This design comes from an exercise in tuning for a short achievable clock period and few clock cycles per item on the open sky130 flow, not from production work.
RTL that was checked went through simulation tests only; none was proved equivalent to the original.
Function not checked in runs 5 and 6: the RTL went through the layout flow alone.
Power is estimated from default activity; no workload was simulated.

$ cat flow/design.v
package mdrs_pkg;
	localparam int NUM_SEPARATORS = 4;
	localparam int MAX_SEP_LEN    = 8;
	localparam int SEP_W          = 64;
	localparam int LEN_W          = 4;
	localparam int LENS_W         = 16;
	localparam int IDX_W          = 2;
	localparam int CFG_IDX_W      = 3;
	localparam int BUF_N          = 16;
	localparam int PTR_W          = $clog2(BUF_N);
	localparam logic [SEP_W-1:0]  RST_SEP_0     = 64'd10;
	localparam logic [SEP_W-1:0]  RST_SEP_1     = 64'd2573;
	localparam logic [SEP_W-1:0]  RST_SEP_2     = 64'd0;
	localparam logic [SEP_W-1:0]  RST_SEP_3     = 64'd0;
	localparam logic [LENS_W-1:0] RST_LENGTHS   = 16'd33;
	localparam logic              RST_CASE      = 1'b1;
	localparam logic              RST_ESC_EN    = 1'b0;
	localparam logic [7:0]        RST_ESC_BYTE  = 8'd92;
endpackage
module mdrs_cfg (
	input  logic        clk,
	input  logic        rst_q,       
	input  logic                 wr_valid,
	output logic                 wr_ready,
	input  logic [2:0]           wr_index,
	input  logic [63:0]          wr_data,
	output logic [3:0][7:0][7:0] sep_b,      
	output logic [3:0][7:0]      ci_b,       
	output logic [3:0][7:0]      lmask,      
	output logic [3:0][3:0]      beats,      
	output logic [3:0][mdrs_pkg::PTR_W-1:0] back,       
	output logic                 esc_en,
	output logic [7:0]           esc_byte
);
	logic [3:0][63:0] sep_q;
	logic [15:0]      len_q;
	logic             case_q;
	logic             esc_en_q;
	logic [7:0]       esc_q;
	assign wr_ready = 1'b1;
	assign esc_en   = esc_en_q;
	assign esc_byte = esc_q;
	assign sep_b    = sep_q;
	logic        cv_q;
	logic [2:0]  cx_q;
	logic [63:0] cd_q;
	always_ff @(posedge clk) begin
		cv_q <= rst_q && wr_valid;
		cx_q <= wr_index;
		cd_q <= wr_data;
	end
	always_ff @(posedge clk) begin
		if (!rst_q) begin
			sep_q[0] <= mdrs_pkg::RST_SEP_0;
			sep_q[1] <= mdrs_pkg::RST_SEP_1;
			sep_q[2] <= mdrs_pkg::RST_SEP_2;
			sep_q[3] <= mdrs_pkg::RST_SEP_3;
			len_q    <= mdrs_pkg::RST_LENGTHS;
			case_q   <= mdrs_pkg::RST_CASE;
			esc_en_q <= mdrs_pkg::RST_ESC_EN;
			esc_q    <= mdrs_pkg::RST_ESC_BYTE;
		end else if (cv_q) begin
			case (cx_q)
				3'd0: sep_q[0] <= cd_q;
				3'd1: sep_q[1] <= cd_q;
				3'd2: sep_q[2] <= cd_q;
				3'd3: sep_q[3] <= cd_q;
				3'd4: len_q    <= cd_q[15:0];
				3'd5: case_q   <= cd_q[0];
				3'd6: esc_en_q <= cd_q[0];
				default: esc_q <= cd_q[7:0];
			endcase
		end
	end
	logic [3:0][7:0]      ci_d;
	logic [3:0][7:0]      lmask_d;
	logic [3:0][3:0]      beats_d;
	logic [3:0][mdrs_pkg::PTR_W-1:0] back_d;
	logic [3:0][3:0]      len;
	logic [3:0]           en;
	always_comb begin
		for (int k = 0; k < 4; k++) begin
			len[k] = len_q[4*k +: 4];
			en[k]  = (len[k] != 4'd0) && (len[k] <= 4'd8);
			for (int j = 0; j < 8; j++) begin
				ci_d[k][j] = !case_q && ((sep_q[k][8*j +: 8] >= 8'h41 && sep_q[k][8*j +: 8] <= 8'h5A) ||
						(sep_q[k][8*j +: 8] >= 8'h61 && sep_q[k][8*j +: 8] <= 8'h7A));
				lmask_d[k][j] = en[k] && (len[k] == 4'(j + 1));
			end
			back_d[k] = mdrs_pkg::PTR_W'(1) - mdrs_pkg::PTR_W'(len[k]);
		end
		for (int j = 0; j < 4; j++) begin
			for (int k = 0; k < 4; k++) begin
				beats_d[j][k] = (j != k) && en[j] &&
					((len[j] > len[k]) || (len[j] == len[k] && j < k));
			end
		end
	end
	always_ff @(posedge clk) begin
		ci_b  <= ci_d;
		lmask <= lmask_d;
		beats <= beats_d;
		back  <= back_d;
	end
endmodule
module mdrs_core (
	input  logic        clk,
	input  logic        rst_q,
	input  logic        in_valid,
	input  logic        in_ready,
	input  logic [7:0]  in_data_byte,
	input  logic        in_end_of_input,
	input  logic [3:0][7:0][7:0] sep_b,
	input  logic [3:0][7:0]      ci_b,
	input  logic [3:0][7:0]      lmask,
	input  logic [3:0][3:0]      beats,
	input  logic [3:0][mdrs_pkg::PTR_W-1:0] back,
	input  logic                 esc_en,
	input  logic [7:0]           esc_byte,
	output logic        s_valid,      
	output logic        s_push,       
	output logic        s_match,      
	output logic        s_eoi,        
	output logic [7:0]  s_byte,
	output logic [1:0]  s_idx,
	output logic [mdrs_pkg::PTR_W-1:0] s_back,       
	output logic        p0,           
	output logic        p1            
);
	logic       a0, r0, e0;
	logic [7:0] b0;
	logic       take0;
	always_ff @(posedge clk) begin
		a0 <= in_valid;
		r0 <= rst_q && in_ready;
		b0 <= in_data_byte;
		e0 <= in_end_of_input;
	end
	assign take0 = a0 && r0;
	assign p0    = take0;
	logic                 v1, e1, x1;
	logic [7:0]           b1;
	logic [3:0][7:0]      eq1;
	logic [3:0][7:0]      eq_d;
	always_comb begin
		for (int k = 0; k < 4; k++)
			for (int j = 0; j < 8; j++)
				eq_d[k][j] = (b0[7:6] == sep_b[k][j][7:6]) && (b0[4:0] == sep_b[k][j][4:0]) &&
					((b0[5] == sep_b[k][j][5]) || ci_b[k][j]);
	end
	always_ff @(posedge clk) begin
		v1 <= rst_q && take0;
	end
	assign p1 = v1;
	always_ff @(posedge clk) begin
		b1  <= b0;
		e1  <= e0;
		x1  <= esc_en && (b0 == esc_byte);
		eq1 <= eq_d;
	end
	logic [3:0][7:0] pm_q;       
	logic            esc_q;
	logic [3:0][7:0] pn;
	logic [3:0]      m;
	logic [3:0]      w;
	logic            any;
	logic            normal;
	logic            lit;
	logic [1:0]      widx;
	logic [mdrs_pkg::PTR_W-1:0] wback;
	always_comb begin
		for (int k = 0; k < 4; k++) begin
			pn[k] = {pm_q[k][6:0], 1'b1} & eq1[k];
			m[k]  = |(pn[k] & lmask[k]);
		end
		for (int k = 0; k < 4; k++) begin
			w[k] = m[k];
			for (int j = 0; j < 4; j++)
				if (m[j] && beats[j][k]) w[k] = 1'b0;
		end
		any   = |m;
		widx  = {w[3] | w[2], w[3] | w[1]};
		wback = ({mdrs_pkg::PTR_W{w[0]}} & back[0]) | ({mdrs_pkg::PTR_W{w[1]}} & back[1]) |
			({mdrs_pkg::PTR_W{w[2]}} & back[2]) | ({mdrs_pkg::PTR_W{w[3]}} & back[3]);
		normal = !e1 && !esc_q && !x1;
		lit    = !e1 && esc_q;
	end
	always_ff @(posedge clk) begin
		if (!rst_q) begin
			pm_q    <= '0;
			esc_q   <= 1'b0;
			s_valid <= 1'b0;
		end else begin
			if (v1) begin
				pm_q  <= (normal && !any) ? pn : '0;
				esc_q <= !e1 && !esc_q && x1;
			end
			s_valid <= v1 && (e1 || esc_q || !x1);
		end
	end
	always_ff @(posedge clk) begin
		s_push  <= lit || (normal && !any);
		s_match <= normal && any;
		s_eoi   <= e1;
		s_byte  <= b1;
		s_idx   <= widx;
		s_back  <= (normal && any) ? wback : '0;
	end
endmodule
module mdrs_emit (
	input  logic        clk,
	input  logic        arst_n,
	output logic        rst_q,        
	input  logic        s_valid,
	input  logic        s_push,
	input  logic        s_match,
	input  logic        s_eoi,
	input  logic [7:0]  s_byte,
	input  logic [1:0]  s_idx,
	input  logic [mdrs_pkg::PTR_W-1:0] s_back,
	input  logic        p0,
	input  logic        p1,
	output logic        in_ready,
	output logic             res_valid,
	input  logic             res_ready,
	output logic [7:0]       res_out_byte,
	output logic             res_is_data,
	output logic             res_matched,
	output logic [1:0]       res_separator_index,
	output logic             res_last
);
	localparam int N  = mdrs_pkg::BUF_N;
	localparam int PW = mdrs_pkg::PTR_W;
	always_ff @(posedge clk or negedge arst_n) begin
		if (!arst_n) rst_q <= 1'b0;
		else         rst_q <= 1'b1;
	end
	logic [PW-1:0] wr_q, cm_q;
	logic [3:0]    fill_q;
	logic          full;
	logic [PW-1:0] pos;
	logic          ovf;
	assign full = fill_q[3];
	assign pos  = wr_q + s_back;
	assign ovf  = s_valid && s_push && full;
	always_ff @(posedge clk) begin
		if (!rst_q) begin
			wr_q   <= '0;
			cm_q   <= '0;
			fill_q <= '0;
		end else if (s_valid) begin
			wr_q <= pos + PW'(1);
			if (s_push) begin
				if (full) cm_q <= cm_q + PW'(1);
				else      fill_q <= fill_q + 4'd1;
			end else begin
				cm_q   <= pos + PW'(1);
				fill_q <= '0;
			end
		end
	end
	logic [N-1:0]  w_en;        
	logic [N-1:0]  l_en;        
	logic [7:0]    w_byte;
	logic          w_data;
	logic          w_matched;
	logic [1:0]    w_idx;
	logic          w_last;
	logic [PW-1:0] cm_v;        
	always_ff @(posedge clk) begin
		for (int i = 0; i < N; i++) begin
			w_en[i] <= rst_q && s_valid && (pos == PW'(i));
			l_en[i] <= rst_q && ovf && (cm_q == PW'(i));
		end
		cm_v <= rst_q ? cm_q : '0;
		w_byte    <= s_push ? s_byte : 8'd0;
		w_data    <= s_push;
		w_matched <= s_match;
		w_idx     <= s_match ? s_idx : 2'd0;
		w_last    <= !s_push;
	end
	logic [N-1:0][7:0] bq_byte;
	logic [N-1:0]      bq_data;
	logic [N-1:0]      bq_matched;
	logic [N-1:0][1:0] bq_idx;
	logic [N-1:0]      bq_last;
	always_ff @(posedge clk) begin
		for (int i = 0; i < N; i++) begin
			if (w_en[i]) begin
				bq_byte[i]    <= w_byte;
				bq_data[i]    <= w_data;
				bq_matched[i] <= w_matched;
				bq_idx[i]     <= w_idx;
			end
			if (w_en[i])      bq_last[i] <= w_last;
			else if (l_en[i]) bq_last[i] <= 1'b1;
		end
	end
	logic          o_valid_q;
	logic [7:0]    o_byte_q;
	logic          o_data_q;
	logic          o_matched_q;
	logic [1:0]    o_idx_q;
	logic          o_last_q;
	logic [PW-1:0] rd_q;
	logic          avail;
	logic          ld;
	assign avail = (rd_q != cm_v);
	assign ld    = !o_valid_q || res_ready;
	always_ff @(posedge clk or negedge arst_n) begin
		if (!arst_n) begin
			o_valid_q <= 1'b0;
		end else if (ld) begin
			o_valid_q <= avail;
		end
	end
	always_ff @(posedge clk) begin
		if (!rst_q) begin
			rd_q <= '0;
		end else if (ld && avail) begin
			rd_q <= rd_q + PW'(1);
		end
	end
	always_ff @(posedge clk) begin
		if (ld && avail) begin
			o_byte_q    <= bq_byte[rd_q];
			o_data_q    <= bq_data[rd_q];
			o_matched_q <= bq_matched[rd_q];
			o_idx_q     <= bq_idx[rd_q];
			o_last_q    <= bq_last[rd_q];
		end
	end
	logic [PW-1:0] occ;
	logic          rdy_q;
	assign occ = wr_q - rd_q;
	always_ff @(posedge clk or negedge arst_n) begin
		if (!arst_n) begin
			rdy_q <= 1'b0;
		end else begin
			rdy_q <= rst_q && (({1'b0, occ} + (PW+1)'(s_valid) + (PW+1)'(p1) + (PW+1)'(p0) +
				(PW+1)'(rdy_q)) <= (PW+1)'(N - 2));
		end
	end
	assign in_ready            = rdy_q;
	assign res_valid           = o_valid_q;
	assign res_out_byte        = o_byte_q;
	assign res_is_data         = o_data_q;
	assign res_matched         = o_matched_q;
	assign res_separator_index = o_idx_q;
	assign res_last            = o_last_q;
endmodule
module multi_delimiter_record_splitter_top (
	input  logic                 clk,
	input  logic                 arst_n,
	input  logic                 data_in_valid,
	output logic                 data_in_ready,
	input  logic [7:0]           data_in_data_byte,
	input  logic                 data_in_end_of_input,
	output logic                 data_out_valid,
	input  logic                 data_out_ready,
	output logic [7:0]           data_out_out_byte,
	output logic                 data_out_is_data,
	output logic                 data_out_matched,
	output logic [mdrs_pkg::IDX_W-1:0] data_out_separator_index,
	output logic                 data_out_last,
	input  logic                 cfg_valid,
	output logic                 cfg_ready,
	input  logic [mdrs_pkg::CFG_IDX_W-1:0] cfg_index,
	input  logic [mdrs_pkg::SEP_W-1:0] cfg_data
);
	logic [3:0][7:0][7:0] sep_b;
	logic [3:0][7:0]      ci_b;
	logic [3:0][7:0]      lmask;
	logic [3:0][3:0]      beats;
	logic [3:0][mdrs_pkg::PTR_W-1:0] back;
	logic                 esc_en;
	logic [7:0]           esc_byte;
	logic       s_valid, s_push, s_match, s_eoi;
	logic [7:0] s_byte;
	logic [1:0] s_idx;
	logic [mdrs_pkg::PTR_W-1:0] s_back;
	logic       p0, p1;
	logic       rst_q;
	mdrs_cfg u_cfg (
		.clk      (clk),
		.rst_q    (rst_q),
		.wr_valid (cfg_valid),
		.wr_ready (cfg_ready),
		.wr_index (cfg_index),
		.wr_data  (cfg_data),
		.sep_b    (sep_b),
		.ci_b     (ci_b),
		.lmask    (lmask),
		.beats    (beats),
		.back     (back),
		.esc_en   (esc_en),
		.esc_byte (esc_byte)
	);
	mdrs_core u_core (
		.clk             (clk),
		.rst_q           (rst_q),
		.in_valid        (data_in_valid),
		.in_ready        (data_in_ready),
		.in_data_byte    (data_in_data_byte),
		.in_end_of_input (data_in_end_of_input),
		.sep_b           (sep_b),
		.ci_b            (ci_b),
		.lmask           (lmask),
		.beats           (beats),
		.back            (back),
		.esc_en          (esc_en),
		.esc_byte        (esc_byte),
		.s_valid         (s_valid),
		.s_push          (s_push),
		.s_match         (s_match),
		.s_eoi           (s_eoi),
		.s_byte          (s_byte),
		.s_idx           (s_idx),
		.s_back          (s_back),
		.p0              (p0),
		.p1              (p1)
	);
	mdrs_emit u_emit (
		.clk                 (clk),
		.arst_n              (arst_n),
		.rst_q               (rst_q),
		.s_valid             (s_valid),
		.s_push              (s_push),
		.s_match             (s_match),
		.s_eoi               (s_eoi),
		.s_byte              (s_byte),
		.s_idx               (s_idx),
		.s_back              (s_back),
		.p0                  (p0),
		.p1                  (p1),
		.in_ready            (data_in_ready),
		.res_valid           (data_out_valid),
		.res_ready           (data_out_ready),
		.res_out_byte        (data_out_out_byte),
		.res_is_data         (data_out_is_data),
		.res_matched         (data_out_matched),
		.res_separator_index (data_out_separator_index),
		.res_last            (data_out_last)
	);
endmodule
$ cat flow/flow/run.sh
#!/bin/bash
# Standard layout, run as-is; keeps a copy of what the tools print.
bash standard.sh > standard.log 2>&1
$ cat flow/standard.sh
#!/bin/bash
# synth_recipe.tcl (not shown) runs the flow's synth.tcl, then flattens the netlist and writes it again
# the make line also repeats each setting of config.mk as NAME=value (left out here)
make -C /OpenROAD-flow-scripts/flow DESIGN_CONFIG=/design/flow/config.mk WORK_HOME=/design/flow/orfs CLKGATE_MAP_FILE= SYNTH_SCRIPT=/design/flow/synth_recipe.tcl "${@:-finish}"
$ cat flow/config.mk
export PLATFORM = sky130hd
export DESIGN_NAME = multi_delimiter_record_splitter_top
export DESIGN_NICKNAME = multi_delimiter_record_splitter_top
export VERILOG_FILES = /design/flow/design.v
export SDC_FILE = /design/flow/constraint.sdc
export NUM_CORES = 4
export LEC_CHECK = 0
export CAP_MARGIN = 20
export CORE_MARGIN = 2
export CORE_UTILIZATION = 40
export SLEW_MARGIN = 20
$ cat flow/constraint.sdc
create_clock -name core_clock -period 16.0 [get_ports {clk}]
set_input_delay 3.2000 -clock core_clock [delete_from_list [all_inputs] [get_ports {clk}]]
set_output_delay 3.2000 -clock core_clock [all_outputs]
set_load 0.01 [all_outputs]
==> results.tsv, run 1 <==
stage	metric	value	unit
outcome	outcome	no timing/DRC/antenna violations	
route	vias post-DR	21733	
layout	layout cell share with drive strength beyond 1	9.42	%
route	drt pass-1 iters	6	
sta	Final setup viols	0	
synthesis	Yosys reg bits	831	
setup_path	setup slack, reg-to-reg	13.11	ns
synthesis	sequential area share after synthesis	57.8	%
setup_path	Worst EP arrival	1.62	ns
layout	fin nets	3146	
route	met3 wire length	3710	um
sta	clock skew	0.0705	ns
layout	FF+latch area	0.0189	mm^2
synthesis	Post-Synthesis Cell Area	0.0327	mm^2
setup_path	Worst Setup End Kind	primary output	
die	die width	290	um
route	WL met1	35900	um
setup_path	Crit path max-delay family	buffers and inverters	
clock_tree	CTS tree	yes	
route	final wirelength	82100	um
layout	final std cell area, no fill	0.0378	mm^2
synthesis	Synth Warn #	3	
synthesis	EDFF count, synth	221	
sta	Final Hold Fails	0	
place	PortBufs	95	
setup_path	Crit path required time	12.80	ns
sta	RSZ-0062 raised after global routing	false	
clock_tree	clock root cell	clkbuf_16	
setup_path	Critical path origin	u_emit.o_valid_q	
layout	non-filler instance count after layout	4150	
power_and_ir_drop	P per Cell Area	124	mW/mm^2
synthesis	Async S/R FF share, synth	0.361	%
setup_path	max incr delay on CP	0.57	ns
global_routing	antenna violations before repair	3	
synthesis	average cell area after synthesis	11.0	um^2
route	DRC	0	
global_routing	first-pass GRT wire length	127000	um
synthesis	Top FF cell, synth	dfxtp_1	
sta	Slew headroom	28.3	%
place	placed cells	3983	
global_routing	gr usage total	19.6	%
route	routed length on met2	40100	um
setup_path	WP buf/inv	1	
clock_tree	clock latency on the worst-skew pair	0.66	ns
die	die height	290	um
synthesis	post-synthesis instance total	2964	
sta	Final period util	30.2	%
die	Core Footprint	0.0807	mm^2
global_routing	largest net degree at the start of global routing	101	
synthesis	count of cell types in the netlist	58	
clock_tree	CTS Buf Count	89	
setup_path	crit-path max FO	3	
clock_tree	Hold-fix buffers, CTS	0	
setup_path	WS Path Type	register to primary output	
global_routing	vias in the first global route	21798	
clock_tree	Worst-path clk slew	0.06	ns
sta	Fin Setup TNS	0	ns
layout	Ant. Diodes	0	
sta	Max Fclk	0.207	GHz
route	Vias per Instance	5.24	
layout	P&R area growth vs syn	15.7	%
sta	Slew @ Worst Pin	1.07	ns
place	placed cell areas	0.0345	mm^2
route	initial DRC count	1231	
die	DIE AREA	0.0839	mm^2
sta	Tmin final	4.82	ns
power_and_ir_drop	maximum vdd drop	0.0756	mV
place	hpwl dp	51300	um
setup_path	worst r2r src	u_core.b0[4]	
min_path	Hold Startpoint	u_core.b1[2]	
clock_tree	CTS H-tree depth	3	
clock_tree	post-CTS setup repair buffer count	0	
setup_path	CP endpoint	data_out_valid	
clock_tree	clk sinks	831	
die	Starting Density	40.5	%
layout	area of the multi-input gates	0.0131	mm^2
setup_path	Critical Path, Cell by Cell	clkdlybuf4s50_1	
setup_path	WP depth	1	
die	# IOs	97	
sta	max-slew violations	0	
flow_run	max cap viols	0	
die	num rows	104	
route	Highest Signal Layer	met4	
layout	Fillers	7298	
clock_tree	clk buf depth	3	
setup_path	startpoint types	register	
route	WL per Instance	19.8	um
route	Final ANT Viol Nets	0	
setup_path	Worst Reg2Reg Path Length in Cells	5	
setup_path	Critical-path top delay cell	clkdlybuf4s50_1	
setup_path	reg2reg end	u_core.eq1[20]	
place	GPL Wtd Cong	0.876	
power_and_ir_drop	Leak	0.0137	uW
global_routing	grt ovf	0	
clock_tree	post-cts resize count	0	
min_path	Min-Delay Path Class	register to register	
[metrics by stage]
step                      worst slack [ns]  utilization [%]  hold slack (ns)  total power, uW
final                                11.18             46.8            0.324             4690
after CTS                            11.17             46.8            0.325             4740
after global routing                 11.12             46.8            0.331             4850
after detailed placement             10.70             42.8            0.312             2540
after global placement               10.70             42.8            0.310             2540
after floorplan                      11.25                -            0.310             2440
[worst min-delay path by stage]
| stage | slack (ns) | cells past startpoint | end |
|---|---|---|---|
| 2_1_floorplan | 0.31 | 0 | u_core.e1 |
| 3_3_place_gp | 0.31 | 0 | u_core.s_byte[5] |
| 3_5_place_dp | 0.31 | 0 | u_core.s_byte[7] |
| 4_1_cts | 0.33 | 0 | u_core.s_byte[2] |
| 5_1_grt | 0.33 | 0 | u_core.s_byte[7] |
| 6_report | 0.32 | 0 | u_core.s_byte[2] |
[power breakdown]
part | internal [uW] | leakage [uW] | switching, uW
combinational | 125 | 0.00518 | 110
sequential | 2190 | 0.00700 | 66.5
clock | 1320 | 0.00156 | 878
[kinds of logic (layout without fill, tap and decap cells)]
group           after synthesis  after routing  share of synthesized area (%)
buf+inv                     197            322                           2.40
flops                       831            831                           57.8
other cells                   1              2                         0.0115
fa+ha+maj                    50             50                           2.03
mux                          70             70                           4.64
simple gates               1030           1030                           14.4
xor+xnor                    283            283                           7.59
compound gates              502            502                           11.1
[area by class of cell]
type	count	share of cell area (%)
inverters	37	0.368
multi-input cells	1937	34.6
clock inverters	51	2.05
clock buffers	115	6.45
flip-flops and latches	831	50.0
well taps	1060	3.51
repair buffers	119	3.05
[per-layer routing]
metal / GRT usage (%) / vias to the layer above
li1: - / 10386
met1: 25.0 / 10703
met2: 33.7 / 490
met3: 3.16 / 154
met4: 6.58 / 0
met5: 0 / -
[cell usage after synthesis (3+ instances only)]
cell,count,area (um^2)
edfxtp_1,221,6640
a21o_1,26,195
clkbuf_1,113,424
nand3_1,43,215
a31oi_1,25,156
dfrtp_1,3,75.1
a21boi_0,266,2000
mux4_2,65,1460
a2111oi_2,4,60.1
nor2_1,78,293
nand2b_1,30,188
a21boi_1,9,67.6
a21oi_1,42,210
or3_1,22,138
and3_1,16,100
nand2_1,612,2300
xnor2_1,48,420
inv_1,37,139
mux2i_1,5,50.1
a22oi_1,13,97.6
nor3_1,32,160
nor2b_1,49,307
buf_1,24,90.1
o311ai_0,22,193
and2_1,27,169
nor4_1,68,425
buf_2,20,100
a32oi_1,28,245
xor2_1,235,2060
nand4_1,9,56.3
fa_1,5,100
o21ai_0,54,270
or2_2,19,119
nor4b_1,10,87.6
ha_1,45,563
dfxtp_1,607,12200
[cell usage in the layout (no fill, tap or decap), drive strengths merged, types with 34 or more instances in the layout]
master         instances
mux4                  65
dfxtp                607
o21ai                 55
a21oi                 42
a21boi               275
clkbuf               115
nor4                  69
nor2                  78
edfxtp               221
nor2b                 49
nor3                  34
inv                   38
xnor2                 48
nand2                612
nand3                 45
clkdlybuf4s50         95
ha                    45
xor2                 235
[flip-flops by register name, summed over array words and instances (netlist names), 28 cells and up]
name and count:
u_emit.bq_byte 128, u_core.eq1 32, u_cfg.lmask 32, u_cfg.sep_q 256
u_emit.bq_idx 32, u_core.pm_q 28, u_cfg.cd_q 64, u_cfg.ci_b 32
Testbench counts, summed over its fixed seeds: cycles 39,325, items 38,935.
==> run 2: changes to the inputs <==
==> flow/run.sh (new file) <==
#!/bin/bash
# synth_recipe.tcl (not shown) runs the flow's synth.tcl, then flattens the netlist and writes it again
# the make line also repeats each setting of config.mk as NAME=value (left out here)
make -C /OpenROAD-flow-scripts/flow DESIGN_CONFIG=/design/flow/config.mk WORK_HOME=/design/flow/orfs CLKGATE_MAP_FILE= SYNTH_SCRIPT=/design/flow/synth_recipe.tcl finish
removed: flow/flow/run.sh
removed: flow/standard.sh
==> run 2 against run 1 <==
  * Count of clock-buffer cells in the layout did not move
  * Critical endpoint unchanged
  * Non-clock buffer count did not move
  * Critical path depth did not move
  * Sequential power barely moved
  * Still clean on timing, DRC and antenna
  * Cell count did not move
  * First-iteration DRC count did not move
  * Global-route usage did not move
  * Setup slack did not move
  * Synthesized cell count did not move
==> results.tsv, run 2 <==
stage	metric	value	unit
synthesis	Top FF cell, synth	dfxtp_1	
layout	P&R area growth vs syn	15.7	%
power_and_ir_drop	internal power	3640	uW
synthesis	average cell area after synthesis	11.0	um^2
setup_path	Crit path max-delay family	buffers and inverters	
sta	post-route setup slack	11.18	ns
route	drt pass-1 iters	6	
setup_path	setup slack, reg-to-reg	13.11	ns
sta	Tmin final	4.82	ns
layout	layout cell share with drive strength beyond 1	9.42	%
min_path	Hold Crit Depth	0	
global_routing	vias in the first global route	21798	
power_and_ir_drop	Leak	0.0137	uW
global_routing	largest net degree at the start of global routing	101	
synthesis	sequential area share after synthesis	57.8	%
sta	Final period util	30.2	%
setup_path	Worst Setup End Kind	primary output	
setup_path	Critical Path, Cell by Cell	clkdlybuf4s50_1	
sta	Fin Setup TNS	0	ns
synthesis	Synth Warn #	3	
synthesis	Async S/R FF share, synth	0.361	%
min_path	Min-Delay Path Class	register to register	
die	num rows	104	
sta	Slew @ Worst Pin	1.07	ns
clock_tree	clk sinks	831	
route	WL per Instance	19.8	um
route	DRC	0	
power_and_ir_drop	P per Cell Area	124	mW/mm^2
setup_path	crit-path max FO	3	
power_and_ir_drop	maximum vdd drop	0.0756	mV
sta	max-slew violations	0	
place	GPL Wtd Cong	0.876	
power_and_ir_drop	combinational share of power	5.0	%
power_and_ir_drop	Net Sw Power	1060	uW
synthesis	Post-Synthesis Cell Area	0.0327	mm^2
setup_path	reg2reg end	u_core.eq1[20]	
synthesis	Synth top area share	37.2	%
clock_tree	clk buf depth	3	
clock_tree	CTS Buf Count	89	
route	Vias per Instance	5.24	
power_and_ir_drop	Clk network pwr share	46.8	%
outcome	outcome	no timing/DRC/antenna violations	
die	DIE AREA	0.0839	mm^2
global_routing	first-pass GRT wire length	127000	um
place	PortBufs	95	
global_routing	gr usage total	19.6	%
power_and_ir_drop	Switching Fraction	22.5	%
synthesis	post-synthesis instance total	2964	
sta	clock skew	0.0705	ns
setup_path	Worst Reg2Reg Path Length in Cells	5	
sta	Final Hold Fails	0	
die	# IOs	97	
setup_path	Crit path required time	12.80	ns
layout	most common cell after layout, fill and taps aside	nand2_1	
clock_tree	Worst-path clk slew	0.06	ns
clock_tree	CTS H-tree depth	3	
setup_path	worst r2r src	u_core.b0[4]	
place	placed cell areas	0.0345	mm^2
synthesis	count of cell types in the netlist	58	
synthesis	Synth area leader	dfxtp_1	
global_routing	grt ovf	0	
synthesis	top post-synthesis cells by area	dfxtp_1, edfxtp_1, nand2_1	
clock_tree	CTS tree	yes	
place	hpwl dp	51300	um
layout	fin nets	3146	
setup_path	max incr delay on CP	0.57	ns
sta	RSZ-0062 raised after global routing	false	
setup_path	WP buf/inv	1	
min_path	Hold Startpoint	u_core.b1[2]	
die	die width	290	um
layout	final core utilization	46.8	%
global_routing	antenna violations before repair	3	
power_and_ir_drop	total power	4690	uW
synthesis	Commonest cells post-synth	nand2_1, dfxtp_1, a21boi_0	
die	Core Footprint	0.0807	mm^2
route	initial DRC count	1231	
layout	Largest regs	u_cfg.sep_q x256, u_emit.bq_byte x128, u_cfg.cd_q x64	
setup_path	Worst EP arrival	1.62	ns
die	die height	290	um
power_and_ir_drop	share of power burned in registers	48.2	%
sta	Max Fclk	0.207	GHz
route	final wirelength	82100	um
synthesis	most common cell in the synthesized netlist	nand2_1	
layout	Fillers	7298	
route	Final ANT Viol Nets	0	
sta	Slew headroom	28.3	%
setup_path	startpoint types	register	
layout	final std cell area, no fill	0.0378	mm^2
clock_tree	post-cts resize count	0	
layout	most frequent cells in the layout	nand2_1, dfxtp_1, a21boi_0, xor2_1, edfxtp_1	
clock_tree	Hold-fix buffers, CTS	0	
clock_tree	clock root cell	clkbuf_16	
layout	Ant. Diodes	0	
setup_path	Critical-path top delay cell	clkdlybuf4s50_1	
layout	max reg flops	256	
route	vias post-DR	21733	
place	pre-CTS WS	10.70	ns
layout	largest register by flop count	u_cfg.sep_q	
synthesis	EDFF count, synth	221	
die	Starting Density	40.5	%
flow_run	max cap viols	0	
min_path	hold path endpoint	u_core.s_byte[2]	
setup_path	WS Path Type	register to primary output	
clock_tree	post-CTS setup repair buffer count	0	
sta	Final setup viols	0	
synthesis	Yosys reg bits	831	
clock_tree	clock latency on the worst-skew pair	0.66	ns
## run 2: cell counts after synthesis
Identical to the previous run, type by type.
## run 2: through the flow
stage          hold slack [ns]  instances
2_1_floorplan            0.310       2965
4_1_cts                  0.325       4149
3_3_place_gp             0.310       3983
6_report                 0.324       4150
5_1_grt                  0.331       4150
3_5_place_dp             0.312       3983
## run 2: cell families (layout without fill, tap and decap cells)
logic type	count (synthesis)	after routing	share of synthesized area, %
adders and majority gates	50	50	2.03
muxes	70	70	4.64
buffers and inverters	197	322	2.40
AOI/OAI and AO/OA	502	502	11.1
and+or+nand+nor	1030	1030	14.4
DFF	831	831	57.8
other	1	2	0.0115
xor gates and xnor gates	283	283	7.59
## run 2: final cells by class
class	count	area (um^2)	share of cell area [%]
Tap cell	1060	1330	3.51
Inverter	37	139	0.368
Clock buffer	115	2430	6.45
Timing Repair Buffer	119	1150	3.05
Clock inverter	51	774	2.05
Sequential cell	831	18900	50.0
Multi-Input combinational cell	1937	13100	34.6
## run 2: worst max-delay path by stage
stage | slack, ns | endpoint | depth (start not counted) | start
after global placement | 10.70 | u_emit.rd_q[3] | 6 | data_out_ready
after detailed placement | 10.70 | u_emit.rd_q[3] | 6 | data_out_ready
after CTS | 11.17 | data_out_valid | 1 | u_emit.o_valid_q
final | 11.18 | data_out_valid | 1 | u_emit.o_valid_q
after floorplan | 11.25 | u_emit.rd_q[3] | 5 | data_out_ready
after global routing | 11.12 | data_out_valid | 1 | u_emit.o_valid_q
## run 2: power groups by stage
| stage | clock (uW) | sequential (uW) | combinational, uW |
|---|---|---|---|
| after floorplan | 0 | 2260 | 177 |
| after global placement | 0 | 2300 | 232 |
| after detailed placement | 0 | 2310 | 237 |
| after CTS | 2240 | 2260 | 238 |
| after global routing | 2330 | 2260 | 259 |
| final | 2200 | 2260 | 235 |
## run 2: layer usage
| layer | part of all wire [%] | vias to the layer above | GRT usage (%) |
|---|---|---|---|
| li1 | - | 10386 | - |
| met1 | 44 | 10703 | 25.0 |
| met2 | 49 | 490 | 33.7 |
| met3 | 4.5 | 154 | 3.16 |
| met4 | 3.0 | 0 | 6.58 |
| met5 | 0 | - | 0 |
==> run 3: changes to the inputs <==
==> flow/flow/run.sh (new file) <==
#!/bin/bash
# The standard layout, with the timing repair steps (after floorplan, CTS and
# global route) aiming for extra setup slack beyond the design's clock period.
# The constraints (SDC) are the design's, unchanged.
bash standard.sh SETUP_SLACK_MARGIN=12 finish > standard.log 2>&1
==> flow/standard.sh (new file) <==
#!/bin/bash
# synth_recipe.tcl (not shown) runs the flow's synth.tcl, then flattens the netlist and writes it again
# the make line also repeats each setting of config.mk as NAME=value (left out here)
make -C /OpenROAD-flow-scripts/flow DESIGN_CONFIG=/design/flow/config.mk WORK_HOME=/design/flow/orfs CLKGATE_MAP_FILE= SYNTH_SCRIPT=/design/flow/synth_recipe.tcl "${@:-finish}"
--- a/flow/config.mk
+++ b/flow/config.mk
@@ -6,6 +6,9 @@
 export NUM_CORES = 4
 export LEC_CHECK = 0
+export ABC_CLOCK_PERIOD_IN_PS = 3500
 export CAP_MARGIN = 20
 export CORE_MARGIN = 2
-export CORE_UTILIZATION = 40
+export CORE_UTILIZATION = 65
+export CTS_CLUSTER_DIAMETER = 120
+export CTS_CLUSTER_SIZE = 30
 export SLEW_MARGIN = 20
removed: flow/run.sh
==> run 3 against run 2 <==
  * First-iteration DRC count up 18%
  * Critical path type unchanged
  * Global-route usage rose by 9.6 points
  * Cell count is 12% lower
  * Worst hold slack better by 0.015 ns
  * Largest cell class unchanged
==> results.tsv, run 3 <==
stage	metric	value	unit
sta	post-route setup slack	11.62	ns
route	Final ANT Viol Nets	0	
die	Starting Density	65.5	%
power_and_ir_drop	P per Cell Area	99.3	mW/mm^2
setup_path	Critical Path, Cell by Cell	buf_2	
global_routing	antenna violations before repair	0	
synthesis	Top FF cell, synth	dfxtp_1	
sta	Max Fclk	0.228	GHz
die	# IOs	97	
outcome	outcome	no timing/DRC/antenna violations	
layout	layout cell share with drive strength beyond 1	6.78	%
route	met3 wire length	3010	um
sta	Fin Setup TNS	0	ns
route	drt pass-1 iters	6	
min_path	Min-Delay Path Class	register to register	
power_and_ir_drop	maximum vdd drop	0.0959	mV
layout	fin nets	3096	
sta	RSZ-0062 raised after global routing	true	
global_routing	largest net degree at the start of global routing	130	
synthesis	top post-synthesis cells by area	dfxtp_1, edfxtp_1, nand2_1	
die	die width	228	um
route	DRC	0	
clock_tree	clock latency on the worst-skew pair	0.64	ns
setup_path	WS Path Type	register to primary output	
setup_path	max incr delay on CP	0.39	ns
route	vias post-DR	21277	
sta	max-slew violations	0	
sta	Final setup viols	0	
global_routing	vias in the first global route	21171	
synthesis	most common cell in the synthesized netlist	nand2_1	
sta	Slew @ Worst Pin	1.11	ns
synthesis	Commonest cells post-synth	nand2_1, dfxtp_1, a21boi_0	
synthesis	Synth Warn #	3	
layout	most frequent cells in the layout	nand2_1, dfxtp_1, a21boi_0, xor2_1, edfxtp_1	
sta	Slew headroom	25.8	%
layout	Ant. Diodes	0	
clock_tree	Worst-path clk slew	0.11	ns
clock_tree	CTS tree	yes	
die	DIE AREA	0.0521	mm^2
synthesis	EDFF count, synth	221	
setup_path	Crit path required time	12.80	ns
layout	Largest regs	u_cfg.sep_q x256, u_emit.bq_byte x128, u_cfg.cd_q x64	
global_routing	first-pass GRT wire length	119000	um
place	PortBufs	95	
place	pre-CTS WS	10.92	ns
synthesis	count of cell types in the netlist	58	
clock_tree	Hold-fix buffers, CTS	0	
route	final wirelength	76300	um
clock_tree	clock root cell	clkbuf_16	
layout	P&R area growth vs syn	6.93	%
setup_path	Worst Setup End Kind	primary output	
die	die height	228	um
clock_tree	clk buf depth	3	
synthesis	Synth area leader	dfxtp_1	
layout	most common cell after layout, fill and taps aside	nand2_1	
synthesis	Yosys reg bits	831	
sta	clock skew	0.0304	ns
die	num rows	82	
setup_path	Crit path max-delay family	flip-flops	
setup_path	Worst EP arrival	1.18	ns
route	WL per Instance	20.9	um
global_routing	gr usage total	29.2	%
place	GPL Wtd Cong	0.830	
synthesis	Synth top area share	37.2	%
layout	largest register by flop count	u_cfg.sep_q	
clock_tree	CTS Buf Count	31	
route	initial DRC count	1448	
setup_path	startpoint types	register	
die	Core Footprint	0.0499	mm^2
clock_tree	CTS H-tree depth	1	
route	Vias per Instance	5.83	
route	Highest Signal Layer	met4	
layout	max reg flops	256	
route	routed length on met2	38500	um
power_and_ir_drop	Leak	0.0126	uW
synthesis	average cell area after synthesis	11.0	um^2
place	hpwl dp	47900	um
flow_run	max cap viols	0	
clock_tree	clk sinks	831	
global_routing	grt ovf	0	
sta	Final period util	27.4	%
setup_path	WP buf/inv	1	
synthesis	Post-Synthesis Cell Area	0.0327	mm^2
synthesis	post-synthesis instance total	2964	
synthesis	Async S/R FF share, synth	0.361	%
route	WL met1	31900	um
synthesis	sequential area share after synthesis	57.8	%
sta	Tmin final	4.38	ns
setup_path	Critical-path top delay cell	edfxtp_1	
sta	Final Hold Fails	0	
setup_path	crit-path max FO	1	
[run 3: cell type report]
type	count	area, um^2
sequential	831	18900
fill	3785	14900
multi-input combinational	1937	13100
timing repair buffer	127	1140
tap	672	841
clock buffer	44	825
inverter	37	151
clock inverter	2	20.0
[run 3: per-stage QoR]
step	hold WS [ns]	cell area, um^2	total power (uW)	std cells	utilization (%)
after floorplan	0.310	32700	2440	2965	-
after global placement	0.312	34100	2530	3597	68.3
after detailed placement	0.312	34100	2540	3597	68.3
after CTS	0.339	34900	3480	3648	69.9
after global routing	0.344	34900	3590	3650	70.0
final	0.339	34900	3470	3650	70.0
[run 3: cell families (layout without fill, tap and decap cells)]
logic type,count (synthesis),in the layout,synth area share [%]
AOI/OAI and AO/OA,502,502,11.1
xor gates and xnor gates,283,283,7.59
adders and majority gates,50,50,2.03
buffers and inverters,197,210,2.40
DFF,831,831,57.8
muxes,70,70,4.64
other,1,2,0.0115
and+or+nand+nor,1030,1030,14.4
[run 3: metal layers]
metal  track usage [%]  up-vias
li1                  -    10204
met1              37.2    10446
met2              52.2      480
met3              2.79      147
met4              10.4        0
met5                 0        -
[run 3: report_power, final]
part	switching [uW]	internal, uW	leakage, uW
combinational	126	127	0.00523
sequential	52.3	2190	0.00700
clock	606	364	0.000408
[run 3: repair_timing]
action	in CTS	in global routing
gates resized for setup	61	1
pin swaps	1	0
setup buffers	5	1
setup endpoints to repair	32	15
[run 3: final timing paths]
path                                     from                    to  slack (ns)  cells past startpoint
max in group asynchronous              arst_n          u_emit.rst_q       13.01                      1
min                              u_core.b1[2]      u_core.s_byte[2]        0.34                      0
min reg2reg                      u_core.b1[2]      u_core.s_byte[2]        0.34                      0
max                        u_emit.o_byte_q[5]  data_out_out_byte[5]       11.62                      1
min in group asynchronous              arst_n          u_emit.rst_q        2.78                      1
max reg2reg                      u_emit.rst_q      u_cfg.sep_q[230]       12.81                      4
==> run 4: changes to the inputs <==
--- a/flow/config.mk
+++ b/flow/config.mk
@@ -9,6 +9,4 @@
 export CAP_MARGIN = 20
 export CORE_MARGIN = 2
-export CORE_UTILIZATION = 65
-export CTS_CLUSTER_DIAMETER = 120
-export CTS_CLUSTER_SIZE = 30
+export CORE_UTILIZATION = 40
 export SLEW_MARGIN = 20
==> run 4 against run 3 <==
  * Largest power group unchanged
  * Non-clock buffer count fell by 5
  * Wire length rose by 6.5%
  * Still clean
  * Global-route usage fell by 9.8 points
==> results.tsv, run 4 <==
stage	metric	value	unit
setup_path	Crit path required time	12.80	ns
global_routing	antenna violations before repair	1	
setup_path	Crit path max-delay family	flip-flops	
setup_path	reg2reg end	u_emit.rdy_q	
place	PortBufs	95	
clock_tree	Worst-path clk slew	0.06	ns
die	die width	290	um
layout	largest register by flop count	u_cfg.sep_q	
synthesis	Synth Warn #	3	
clock_tree	clock root cell	clkbuf_16	
setup_path	WP depth	1	
sta	max-slew violations	0	
min_path	Hold Crit Depth	0	
min_path	Hold Startpoint	u_core.b1[6]	
clock_tree	CTS Buf Count	88	
place	GPL Wtd Cong	0.817	
setup_path	Critical Path, Cell by Cell	buf_2	
setup_path	WS Path Type	register to primary output	
die	Starting Density	40.5	%
synthesis	Yosys reg bits	831	
global_routing	first-pass GRT wire length	126000	um
layout	most common cell after layout, fill and taps aside	nand2_1	
layout	most frequent cells in the layout	nand2_1, dfxtp_1, a21boi_0, xor2_1, edfxtp_1	
min_path	hold path endpoint	u_core.s_byte[6]	
synthesis	Async S/R FF share, synth	0.361	%
synthesis	top post-synthesis cells by area	dfxtp_1, edfxtp_1, nand2_1	
synthesis	EDFF count, synth	221	
clock_tree	CTS tree	yes	
sta	Slew headroom	27.9	%
layout	layout cell share with drive strength beyond 1	10.2	%
layout	P&R area growth vs syn	15.3	%
sta	worst hold slack	0.326	ns
route	DRC	0	
setup_path	startpoint types	register	
synthesis	Commonest cells post-synth	nand2_1, dfxtp_1, a21boi_0	
global_routing	grt ovf	0	
route	WL per Instance	19.6	um
outcome	outcome	no timing/DRC/antenna violations	
power_and_ir_drop	Switching Fraction	22.8	%
setup_path	max incr delay on CP	0.37	ns
power_and_ir_drop	P per Cell Area	124	mW/mm^2
setup_path	Critical-path top delay cell	edfxtp_1	
synthesis	Synth top area share	37.2	%
power_and_ir_drop	share of power burned in registers	48.4	%
setup_path	Worst EP arrival	1.17	ns
min_path	Min-Delay Path Class	register to register	
sta	Final Hold Fails	0	
synthesis	most common cell in the synthesized netlist	nand2_1	
synthesis	sequential area share after synthesis	57.8	%
die	die height	290	um
power_and_ir_drop	Clk network pwr share	46.4	%
setup_path	crit-path max FO	1	
setup_path	WP buf/inv	1	
sta	RSZ-0062 raised after global routing	true	
global_routing	largest net degree at the start of global routing	117	
die	DIE AREA	0.0839	mm^2
power_and_ir_drop	total power	4650	uW
layout	Largest regs	u_cfg.sep_q x256, u_emit.bq_byte x128, u_cfg.cd_q x64	
sta	clock skew	0.0516	ns
route	initial DRC count	1324	
synthesis	average cell area after synthesis	11.0	um^2
sta	post-route setup slack	11.63	ns
route	drt pass-1 iters	5	
setup_path	worst r2r src	u_emit.rd_q[1]	
global_routing	vias in the first global route	21768	
synthesis	count of cell types in the netlist	58	
place	hpwl dp	49700	um
sta	Final period util	27.3	%
sta	Fin Setup TNS	0	ns
die	num rows	104	
clock_tree	clk sinks	831	
power_and_ir_drop	internal power	3590	uW
layout	max reg flops	256	
power_and_ir_drop	combinational share of power	5.2	%
synthesis	post-synthesis instance total	2964	
synthesis	Post-Synthesis Cell Area	0.0327	mm^2
synthesis	Top FF cell, synth	dfxtp_1	
flow_run	max cap viols	0	
layout	Ant. Diodes	0	
sta	Slew @ Worst Pin	1.08	ns
power_and_ir_drop	maximum vdd drop	0.0813	mV
setup_path	setup slack, reg-to-reg	13.15	ns
setup_path	Worst Reg2Reg Path Length in Cells	8	
sta	Tmin final	4.37	ns
power_and_ir_drop	Leak	0.0138	uW
synthesis	Synth area leader	dfxtp_1	
die	Core Footprint	0.0807	mm^2
route	vias post-DR	21652	
route	Final ANT Viol Nets	0	
sta	Final setup viols	0	
layout	fin nets	3148	
setup_path	Worst Setup End Kind	primary output	
clock_tree	clk buf depth	3	
clock_tree	clock latency on the worst-skew pair	0.66	ns
power_and_ir_drop	Net Sw Power	1060	uW
global_routing	gr usage total	19.4	%
die	# IOs	97	
clock_tree	CTS H-tree depth	3	
route	Vias per Instance	5.22	
route	final wirelength	81300	um
place	pre-CTS WS	10.88	ns
sta	Max Fclk	0.229	GHz
-- run 4: cell types whose count changed in the layout (fill, tap and decap cells not counted), sizes merged --
cell      before  now
clkinvlp       0    2
clkbuf        44  121
inv           38   42
buf           47   42
clkinv         1   27
bufinv         0    8
-- run 4: worst max-delay path by stage --
stage          slack [ns]                   end                from
3_3_place_gp        10.86        u_emit.rd_q[3]      data_out_ready
4_1_cts             11.58  data_out_out_byte[3]  u_emit.o_byte_q[3]
6_report            11.63  data_out_out_byte[3]  u_emit.o_byte_q[3]
5_1_grt             11.58  data_out_out_byte[3]  u_emit.o_byte_q[3]
3_5_place_dp        10.88        u_emit.rd_q[3]      data_out_ready
2_1_floorplan       11.87        u_emit.rd_q[3]      data_out_ready
-- run 4: layer usage --
| metal | global-route usage (%) | up-vias | share of wire, % |
|---|---|---|---|
| met1 | 24.8 | 10640 | 44 |
| met2 | 33.4 | 482 | 48 |
| met4 | 7.09 | 0 | 3.3 |
| met3 | 2.95 | 162 | 4.3 |
| met5 | 0 | - | 0 |
| li1 | - | 10368 | - |
-- run 4: cells by family after synthesis --
logic type	synth area share, %
flops	57.8
simple gates	14.4
other cells	0.0115
compound gates	11.1
fa+ha+maj	2.03
buf+inv	2.40
mux	4.64
xor+xnor	7.59
-- run 4: layout make-up --
class                      instances  area, um^2
inverter                          37         151
clock inverter                    42         576
sequential                       831       18900
clock buffer                     121        2580
fill                            7313       43000
multi-input combinational       1937       13100
timing repair buffer             122        1080
tap                             1060        1330
-- run 4: what timing repair did --
item,4_1_cts,5_1_grt
gates resized for setup,61,0
hold buffers,0,0
buffers inserted,4,0
pin swaps,1,0
endpoints found under the setup margin,32,15
-- run 4: power groups by stage --
stage	combinational, uW	clock, uW	sequential, uW
floorplan	178	0	2270
global placement	239	0	2300
detailed placement	245	0	2300
CTS	246	2200	2250
global route	266	2290	2260
finish	241	2160	2250
-- run 4: worst reg2reg max path: stages (launching register included) --
cell and delay [ns]:
dfxtp_2 0.31, buf_4 0.66, fa_1 0.62, fa_1 0.50, nand2b_1 0.18, nor2_1 0.18
nand3b_1 0.09, o21ai_0 0.14, a21oi_1 0.06
-- run 4: through the flow --
stage	utilization (%)	std cells	cell area, um^2
5_1_grt	46.7	4150	37700
6_report	46.7	4150	37700
3_3_place_gp	42.8	3983	34500
4_1_cts	46.7	4150	37700
3_5_place_dp	42.8	3983	34500
2_1_floorplan	-	2965	32700
==> run 5: changes to the inputs <==
--- a/flow/design.v
+++ b/flow/design.v
@@ -7,5 +7,5 @@
 	localparam int IDX_W          = 2;
 	localparam int CFG_IDX_W      = 3;
-	localparam int BUF_N          = 16;
+	localparam int BUF_N          = 32;
 	localparam int PTR_W          = $clog2(BUF_N);
 	localparam logic [SEP_W-1:0]  RST_SEP_0     = 64'd10;
@@ -304,30 +304,36 @@
 	logic          o_last_q;
 	logic [PW-1:0] rd_q;
-	logic          avail;
-	logic          ld;
-	assign avail = (rd_q != cm_v);
-	assign ld    = !o_valid_q || res_ready;
+	logic [PW-1:0] rd1_q;       
+	logic [PW-1:0] rd2_q;       
+	logic          taken;
+	logic [12:0]   ent_0;       
+	logic [12:0]   ent_1;       
+	logic          vld_0;       
+	logic          vld_1;       
+	assign taken = o_valid_q && res_ready;
+	assign ent_0 = {bq_byte[rd_q], bq_data[rd_q], bq_matched[rd_q], bq_idx[rd_q], bq_last[rd_q]};
+	assign ent_1 = {bq_byte[rd1_q], bq_data[rd1_q], bq_matched[rd1_q], bq_idx[rd1_q], bq_last[rd1_q]};
+	assign vld_0 = (rd_q != cm_v);
+	assign vld_1 = (rd1_q != cm_v);
 	always_ff @(posedge clk or negedge arst_n) begin
 		if (!arst_n) begin
 			o_valid_q <= 1'b0;
-		end else if (ld) begin
-			o_valid_q <= avail;
+		end else begin
+			o_valid_q <= taken ? vld_1 : vld_0;
 		end
 	end
 	always_ff @(posedge clk) begin
 		if (!rst_q) begin
-			rd_q <= '0;
-		end else if (ld && avail) begin
-			rd_q <= rd_q + PW'(1);
+			rd_q  <= '0;
+			rd1_q <= PW'(1);
+			rd2_q <= PW'(2);
+		end else if (taken) begin
+			rd_q  <= rd1_q;
+			rd1_q <= rd2_q;
+			rd2_q <= rd2_q + PW'(1);
 		end
 	end
 	always_ff @(posedge clk) begin
-		if (ld && avail) begin
-			o_byte_q    <= bq_byte[rd_q];
-			o_data_q    <= bq_data[rd_q];
-			o_matched_q <= bq_matched[rd_q];
-			o_idx_q     <= bq_idx[rd_q];
-			o_last_q    <= bq_last[rd_q];
-		end
+		{o_byte_q, o_data_q, o_matched_q, o_idx_q, o_last_q} <= taken ? ent_1 : ent_0;
 	end
 	logic [PW-1:0] occ;
==> run 5 against run 4 <==
  * Still clean
  * Utilization grew 1.4 points
  * Flip-flop and latch count grew 259
  * Design area grew 36%
  * Sequential share of layout area grew 0.59 points
  * Sequential power grew 33%
  * Wire length grew 48%
  * First-iteration DRC count grew 90%
  * Count of clock-buffer cells in the layout grew 33
  * Setup slack lost 0.065 ns
  * Worst hold slack lost 0.00053 ns
  * Critical path depth is the same
==> results.tsv, run 5 <==
stage	metric	value	unit
outcome	outcome	no timing/DRC/antenna violations	
power_and_ir_drop	maximum vdd drop	0.0929	mV
global_routing	vias in the first global route	28843	
die	Core Footprint	0.107	mm^2
setup_path	Critical-path top delay cell	dfrtp_2	
die	die height	332	um
sta	Fin Setup TNS	0	ns
synthesis	Synth area leader	dfxtp_1	
die	Starting Density	40.2	%
route	final wirelength	120000	um
clock_tree	clk buf depth	3	
route	drt pass-1 iters	5	
place	hpwl dp	69000	um
synthesis	Yosys reg bits	1090	
global_routing	antenna violations before repair	0	
sta	Final period util	27.7	%
sta	max-slew violations	0	
setup_path	WP depth	1	
clock_tree	CTS Buf Count	112	
synthesis	count of cell types in the netlist	70	
synthesis	sequential area share after synthesis	60.6	%
setup_path	WP buf/inv	1	
power_and_ir_drop	combinational share of power	10.1	%
power_and_ir_drop	Net Sw Power	1540	uW
sta	Max Fclk	0.226	GHz
setup_path	reg2reg end	u_cfg.sep_q[104]	
global_routing	largest net degree at the start of global routing	107	
place	PortBufs	95	
synthesis	Post-Synthesis Cell Area	0.0429	mm^2
setup_path	max incr delay on CP	0.43	ns
clock_tree	CTS H-tree depth	3	
setup_path	WS Path Type	register to primary output	
route	Vias per Instance	5.34	
route	vias post-DR	29758	
setup_path	Worst Setup End Kind	primary output	
route	Final ANT Viol Nets	0	
clock_tree	CTS tree	yes	
synthesis	post-synthesis instance total	3939	
flow_run	max cap viols	0	
setup_path	startpoint types	register	
clock_tree	clk sinks	1090	
route	Highest Signal Layer	met4	
setup_path	Critical path origin	u_emit.o_valid_q	
sta	Slew headroom	17.9	%
sta	clock skew	0.0533	ns
die	DIE AREA	0.110	mm^2
setup_path	setup slack, reg-to-reg	12.99	ns
synthesis	Synth top area share	31.3	%
synthesis	Synth Warn #	3	
min_path	hold path endpoint	u_core.s_byte[6]	
synthesis	EDFF count, synth	416	
setup_path	Worst EP arrival	1.23	ns
clock_tree	clock latency on the worst-skew pair	0.72	ns
synthesis	Async S/R FF share, synth	0.275	%
route	DRC	0	
synthesis	Top FF cell, synth	dfxtp_1	
power_and_ir_drop	Switching Fraction	24.0	%
die	num rows	120	
power_and_ir_drop	P per Cell Area	125	mW/mm^2
min_path	Hold Crit Depth	0	
place	GPL Wtd Cong	0.815	
route	WL per Instance	21.5	um
route	WL met1	52500	um
setup_path	worst r2r src	u_emit.rst_q	
synthesis	average cell area after synthesis	10.9	um^2
setup_path	Worst Reg2Reg Path Length in Cells	3	
route	met3 wire length	7100	um
sta	Tmin final	4.43	ns
layout	most common cell after layout, fill and taps aside	nand2_1	
die	# IOs	97	
layout	layout cell share with drive strength beyond 1	12.6	%
setup_path	Crit path required time	12.80	ns
layout	most frequent cells in the layout	nand2_1, dfxtp_1, edfxtp_1, a21boi_0, xor2_1	
synthesis	top post-synthesis cells by area	dfxtp_1, edfxtp_1, nand2_1	
setup_path	Crit path max-delay family	flip-flops	
synthesis	Commonest cells post-synth	nand2_1, dfxtp_1, edfxtp_1	
sta	worst hold slack	0.325	ns
power_and_ir_drop	internal power	4870	uW
sta	Slew @ Worst Pin	1.23	ns
synthesis	most common cell in the synthesized netlist	nand2_1	
setup_path	crit-path max FO	2	
route	routed length on met2	56300	um
power_and_ir_drop	Clk network pwr share	43.4	%
sta	Final Hold Fails	0	
layout	Largest regs	u_cfg.sep_q x256, u_emit.bq_byte x256	
global_routing	gr usage total	21.1	%
min_path	Hold Startpoint	u_core.b1[6]	
global_routing	grt ovf	0	
power_and_ir_drop	share of power burned in registers	46.6	%
layout	P&R area growth vs syn	19.6	%
clock_tree	clock root cell	clkbuf_16	
min_path	Min-Delay Path Class	register to register	
sta	Final setup viols	0	
layout	fin nets	4212	
sta	RSZ-0062 raised after global routing	true	
route	initial DRC count	2521	
clock_tree	Worst-path clk slew	0.06	ns
power_and_ir_drop	Leak	0.0190	uW
die	die width	332	um
global_routing	first-pass GRT wire length	179000	um
setup_path	Critical Path, Cell by Cell	buf_6	
==> run 5: cell types whose count changed in the layout (fill, tap and decap cells not counted), sizes merged, moves of 37 or more <==
cell and change:
dfxtp +64, buf +92, inv +37, nand3 +65
mux4 -40, nand2 +257, and2 +47, edfxtp +195
clkbuf +40
==> run 5: how the worst max path moves through the flow <==
stage | end | slack, ns
4_1_cts | data_out_valid | 11.53
3_3_place_gp | u_emit.o_idx_q[0] | 8.48
3_5_place_dp | u_emit.o_idx_q[0] | 8.35
6_report | data_out_valid | 11.57
2_1_floorplan | u_emit.o_data_q | 11.07
5_1_grt | data_out_valid | 11.54
==> run 5: kinds of logic after synthesis <==
group | after synthesis | share of synthesized area, %
muxes | 62 | 2.18
and+or+nand+nor | 1478 | 15.5
adders and majority gates | 60 | 1.84
other | 1 | 0.00874
buffers and inverters | 285 | 2.66
xor gates and xnor gates | 284 | 5.80
AOI/OAI and AO/OA | 679 | 11.4
DFF | 1090 | 60.6
==> run 5: per-layer routing <==
layer	track usage [%]	up-vias
met3	2.77	215
met2	34.9	933
met5	0	-
li1	-	14064
met4	6.83	0
met1	28.7	14546
==> run 5: final cells by class <==
| type | instances | area [um^2] |
|---|---|---|
| inverters | 75 | 282 |
| multi-input cells | 2570 | 16600 |
| clock buffers | 154 | 3120 |
| clock inverters | 56 | 858 |
| diodes | 1 | 2.50 |
| well taps | 1403 | 1760 |
| flip-flops and latches | 1090 | 26000 |
| fillers | 9536 | 55400 |
| repair buffers | 222 | 2630 |
==> run 5: through the flow <==
step	setup slack [ns]	total power, uW	instances	instance area, um^2	util [%]
2_1_floorplan	11.07	3320	3940	43100	-
6_report	11.57	6410	5571	51300	48.1
5_1_grt	11.54	6610	5570	51300	48.1
3_3_place_gp	8.48	3440	5274	45300	42.4
4_1_cts	11.53	6370	5534	50600	47.4
3_5_place_dp	8.35	3450	5274	45300	42.4
==> run 5: timing repair <==
| item | 4_1_cts | 5_1_grt |
|---|---|---|
| hold buffers | 0 | 0 |
| resized for setup | 242 | 47 |
| buffers inserted | 35 | 27 |
| gates cloned | 15 | 9 |
| pin swaps | 31 | 32 |
| setup endpoints to repair | 44 | 29 |
==> run 5: power by group through the flow <==
stage | sequential [uW] | clock [uW] | combinational (uW)
final | 2990 | 2780 | 647
after global routing | 2990 | 2940 | 687
after CTS | 2980 | 2830 | 564
after detailed placement | 3040 | 0 | 408
after global placement | 3040 | 0 | 401
after floorplan | 3010 | 0 | 310
==> run 6: changes to the inputs <==
--- a/flow/design.v
+++ b/flow/design.v
@@ -306,19 +306,30 @@
 	logic [PW-1:0] rd1_q;       
 	logic [PW-1:0] rd2_q;       
+	logic [PW-1:0] rd3_q;       
+	logic [12:0]   r0_q, r1_q, r2_q;
+	logic          t_q;
+	logic [PW-1:0] c_q;
 	logic          taken;
-	logic [12:0]   ent_0;       
-	logic [12:0]   ent_1;       
-	logic          vld_0;       
-	logic          vld_1;       
-	assign taken = o_valid_q && res_ready;
-	assign ent_0 = {bq_byte[rd_q], bq_data[rd_q], bq_matched[rd_q], bq_idx[rd_q], bq_last[rd_q]};
-	assign ent_1 = {bq_byte[rd1_q], bq_data[rd1_q], bq_matched[rd1_q], bq_idx[rd1_q], bq_last[rd1_q]};
-	assign vld_0 = (rd_q != cm_v);
-	assign vld_1 = (rd1_q != cm_v);
+	logic [12:0]   ent_lo;      
+	logic [12:0]   ent_hi;      
+	logic          vld_lo;
+	logic          vld_hi;
+	assign taken  = o_valid_q && res_ready;
+	assign ent_lo = t_q ? r1_q : r0_q;
+	assign ent_hi = t_q ? r2_q : r1_q;
+	assign vld_lo = (rd_q != c_q);
+	assign vld_hi = (rd1_q != c_q);
+	always_ff @(posedge clk) begin
+		r0_q <= {bq_byte[rd_q], bq_data[rd_q], bq_matched[rd_q], bq_idx[rd_q], bq_last[rd_q]};
+		r1_q <= {bq_byte[rd1_q], bq_data[rd1_q], bq_matched[rd1_q], bq_idx[rd1_q], bq_last[rd1_q]};
+		r2_q <= {bq_byte[rd2_q], bq_data[rd2_q], bq_matched[rd2_q], bq_idx[rd2_q], bq_last[rd2_q]};
+		c_q  <= rst_q ? cm_v : '0;
+		t_q  <= rst_q && taken;
+	end
 	always_ff @(posedge clk or negedge arst_n) begin
 		if (!arst_n) begin
 			o_valid_q <= 1'b0;
 		end else begin
-			o_valid_q <= taken ? vld_1 : vld_0;
+			o_valid_q <= taken ? vld_hi : vld_lo;
 		end
 	end
@@ -328,12 +339,14 @@
 			rd1_q <= PW'(1);
 			rd2_q <= PW'(2);
+			rd3_q <= PW'(3);
 		end else if (taken) begin
 			rd_q  <= rd1_q;
 			rd1_q <= rd2_q;
-			rd2_q <= rd2_q + PW'(1);
+			rd2_q <= rd3_q;
+			rd3_q <= rd3_q + PW'(1);
 		end
 	end
 	always_ff @(posedge clk) begin
-		{o_byte_q, o_data_q, o_matched_q, o_idx_q, o_last_q} <= taken ? ent_1 : ent_0;
+		{o_byte_q, o_data_q, o_matched_q, o_idx_q, o_last_q} <= taken ? ent_hi : ent_lo;
 	end
 	logic [PW-1:0] occ;
==> run 6 against run 5 <==
  * Clock power up 6%
  * Clock skew is 0.013 ns lower
  * First-iteration DRC count rose by 20%
  * Die area grew 17%
==> results.tsv, run 6 <==
stage	metric	value	unit
route	initial DRC count	3018	
power_and_ir_drop	maximum vdd drop	0.0899	mV
route	DRC	0	
die	Core Footprint	0.125	mm^2
synthesis	count of cell types in the netlist	56	
power_and_ir_drop	Leak	0.0199	uW
clock_tree	CTS tree	yes	
synthesis	EDFF count, synth	416	
outcome	outcome	no timing/DRC/antenna violations	
setup_path	reg2reg end	u_cfg.sep_q[175]	
clock_tree	Hold-fix buffers, CTS	0	
setup_path	WS Path Type	register to primary output	
layout	Largest regs	u_cfg.sep_q x256, u_emit.bq_byte x256	
synthesis	Commonest cells post-synth	nand2_1, dfxtp_1, edfxtp_1	
clock_tree	clock latency on the worst-skew pair	0.74	ns
sta	max-slew violations	0	
synthesis	Top FF cell, synth	dfxtp_1	
synthesis	Synth area leader	dfxtp_1	
layout	final core utilization	45.6	%
die	# IOs	97	
synthesis	post-synthesis instance total	4043	
setup_path	max incr delay on CP	0.45	ns
power_and_ir_drop	P per Cell Area	121	mW/mm^2
synthesis	Synth Warn #	3	
global_routing	largest net degree at the start of global routing	114	
route	WL per Instance	23.4	um
min_path	Hold Crit Depth	0	
sta	Fin Setup TNS	0	ns
layout	Fillers	11228	
global_routing	gr usage total	20.8	%
setup_path	Critical Path, Cell by Cell	buf_6	
setup_path	Critical-path top delay cell	dfrtp_2	
route	final wirelength	136000	um
global_routing	grt ovf	0	
layout	P&R area growth vs syn	13.2	%
clock_tree	clk sinks	1140	
clock_tree	CTS H-tree depth	3	
place	GPL Wtd Cong	0.840	
synthesis	Post-Synthesis Cell Area	0.0505	mm^2
synthesis	average cell area after synthesis	12.5	um^2
route	Final ANT Viol Nets	0	
layout	most frequent cells in the layout	nand2_1, dfxtp_1, edfxtp_1, mux4_2, xor2_1	
clock_tree	Worst-path clk slew	0.07	ns
min_path	hold path endpoint	u_core.s_byte[0]	
sta	Final setup viols	0	
setup_path	Worst Setup End Kind	primary output	
setup_path	Worst Reg2Reg Path Length in Cells	4	
global_routing	first-pass GRT wire length	204000	um
setup_path	worst r2r src	u_emit.rst_q	
die	Starting Density	40.3	%
setup_path	WP buf/inv	1	
clock_tree	clk buf depth	3	
setup_path	setup slack, reg-to-reg	12.47	ns
place	PortBufs	95	
sta	Max Fclk	0.221	GHz
layout	layout cell share with drive strength beyond 1	19.6	%
min_path	Hold Startpoint	u_core.b1[0]	
clock_tree	clock root cell	clkbuf_16	
route	drt pass-1 iters	5	
setup_path	Crit path max-delay family	flip-flops	
layout	Ant. Diodes	0	
route	vias post-DR	32264	
setup_path	Crit path required time	12.80	ns
clock_tree	CTS Buf Count	118	
synthesis	Synth top area share	28.6	%
die	num rows	130	
place	hpwl dp	82300	um
sta	Tmin final	4.52	ns
setup_path	startpoint types	register	
setup_path	Worst EP arrival	1.32	ns
sta	Slew @ Worst Pin	1.23	ns
route	Vias per Instance	5.56	
synthesis	sequential area share after synthesis	53.5	%
sta	Final period util	28.2	%
die	DIE AREA	0.129	mm^2
sta	Final Hold Fails	0	
sta	Slew headroom	18.2	%
flow_run	max cap viols	0	
setup_path	crit-path max FO	2	
min_path	Min-Delay Path Class	register to register	
synthesis	Yosys reg bits	1140	
global_routing	vias in the first global route	31902	
synthesis	Async S/R FF share, synth	0.263	%
layout	fin nets	4188	
sta	clock skew	0.0401	ns
die	die width	359	um
sta	RSZ-0062 raised after global routing	true	
synthesis	top post-synthesis cells by area	dfxtp_1, edfxtp_1, mux4_2	
die	die height	359	um
synthesis	most common cell in the synthesized netlist	nand2_1	
layout	most common cell after layout, fill and taps aside	nand2_1	
global_routing	antenna violations before repair	0	
-- run 6: stage by stage --
stage	cells	worst slack (ns)	hold WS, ns	cell area, um^2	total power [uW]
final	5803	11.48	0.325	57100	6940
after global routing	5803	11.44	0.332	57100	7160
after CTS	5803	11.44	0.328	57100	7000
after detailed placement	5573	10.51	0.312	52800	4050
after global placement	5573	10.58	0.310	52800	4040
after floorplan	4044	11.85	0.310	50500	3800
-- run 6: layer usage --
metal	routed length (um)	up-vias	global-route usage, %
met2	66500	1021	35.0
met5	0	-	0
met3	7970	254	3.33
met4	4570	0	7.27
li1	-	14779	-
met1	57000	16210	27.3
-- run 6: cell families (layout without fill, tap and decap cells) --
| logic type | Yosys count | in the layout | share of synthesized area [%] |
|---|---|---|---|
| XOR/XNOR | 286 | 286 | 4.96 |
| AND/OR/NAND/NOR | 1275 | 1276 | 11.5 |
| flip-flops | 1140 | 1140 | 53.5 |
| multiplexers | 438 | 438 | 18.4 |
| adder cells (fa/ha/maj) | 60 | 60 | 1.56 |
| AO/OA/AOI/OAI | 515 | 515 | 7.24 |
| other | 1 | 2 | 0.00743 |
| buffers and inverters | 328 | 436 | 2.75 |
-- run 6: repair_timing --
item	4_1_cts	5_1_grt
gates cloned	1	0
setup buffers	3	0
pin swaps	1	0
resized for setup	91	8
endpoints found under the setup margin	58	112
-- run 6: where the power goes --
| part | total (uW) | internal (uW) | switching, uW |
|---|---|---|---|
| logic | 774 | 421 | 352 |
| registers | 3220 | 3070 | 146 |
| clock network | 2950 | 1750 | 1210 |
-- run 6: layout make-up --
type | instances | area (um^2) | share of cell area, %
sequential | 1140 | 27100 | 47.4
multi-input combinational | 2577 | 22200 | 38.8
clock buffer | 147 | 3300 | 5.77
tap | 1650 | 2060 | 3.61
timing repair buffer | 146 | 1350 | 2.36
clock inverter | 79 | 947 | 1.66
inverter | 64 | 240 | 0.420
-- run 6: worst max path at each step --
stage	from	to	slack, ns	cells after the start
floorplan	data_out_ready	u_emit.o_valid_q	11.85	6
global placement	data_out_ready	u_emit.o_byte_q[5]	10.58	4
detailed placement	data_out_ready	u_emit.o_byte_q[2]	10.51	4
CTS	u_emit.o_valid_q	data_out_valid	11.44	1
global route	u_emit.o_valid_q	data_out_valid	11.44	1
finish	u_emit.o_valid_q	data_out_valid	11.48	1
-- run 6: worst reg2reg max path, delay by kind of cell, from the launching register on --
| family | cells | cell delay, ns |
|---|---|---|
| buf+inv | 3 | 2.45 |
| compound gates | 1 | 0.30 |
| flops | 1 | 0.73 |

## afterwards: timing with drivers on the ports
How much do the figures lean on ideal ports? The routed layouts below were timed once more, with nothing changed but the port constraints. Step 1: set_driving_cell puts a clkbuf_16 on clk and a buf_2 on each other input, an assumption about the parent block. Step 2 times the ports against the registers' clock, not the clock port: input delays grow and output delays shrink by t, the midpoint of the rising clock arrivals with the driver on. Slacks: ideal ports / drivers / drivers and shift; pairs: ideal ports / drivers.
run | t (ns) | setup WS [ns] | worst setup path after step 2 | slew at the worst register clock pin (ns)
run 1 | 0.695 | 11.176 / 11.110 / 11.031 | input to register | 0.06 / 0.06
run 2 | 0.695 | 11.176 / 11.110 / 11.031 | input to register | 0.06 / 0.06
run 3 | 0.690 | 11.621 / 11.560 / 11.556 | input to register | 0.12 / 0.12
run 4 | 0.703 | 11.631 / 11.563 / 11.523 | input to register | 0.06 / 0.06
run 5 | 0.761 | 11.566 / 11.502 / 10.846 | input to register | 0.07 / 0.07
run 6 | 0.790 | 11.481 / 11.413 / 11.414 | input to register | 0.07 / 0.07
After both steps every run listed still meets setup and hold. The setup slack of run 5, which loses most, moves by -0.064 ns with the drivers and by -0.720 ns with both steps.
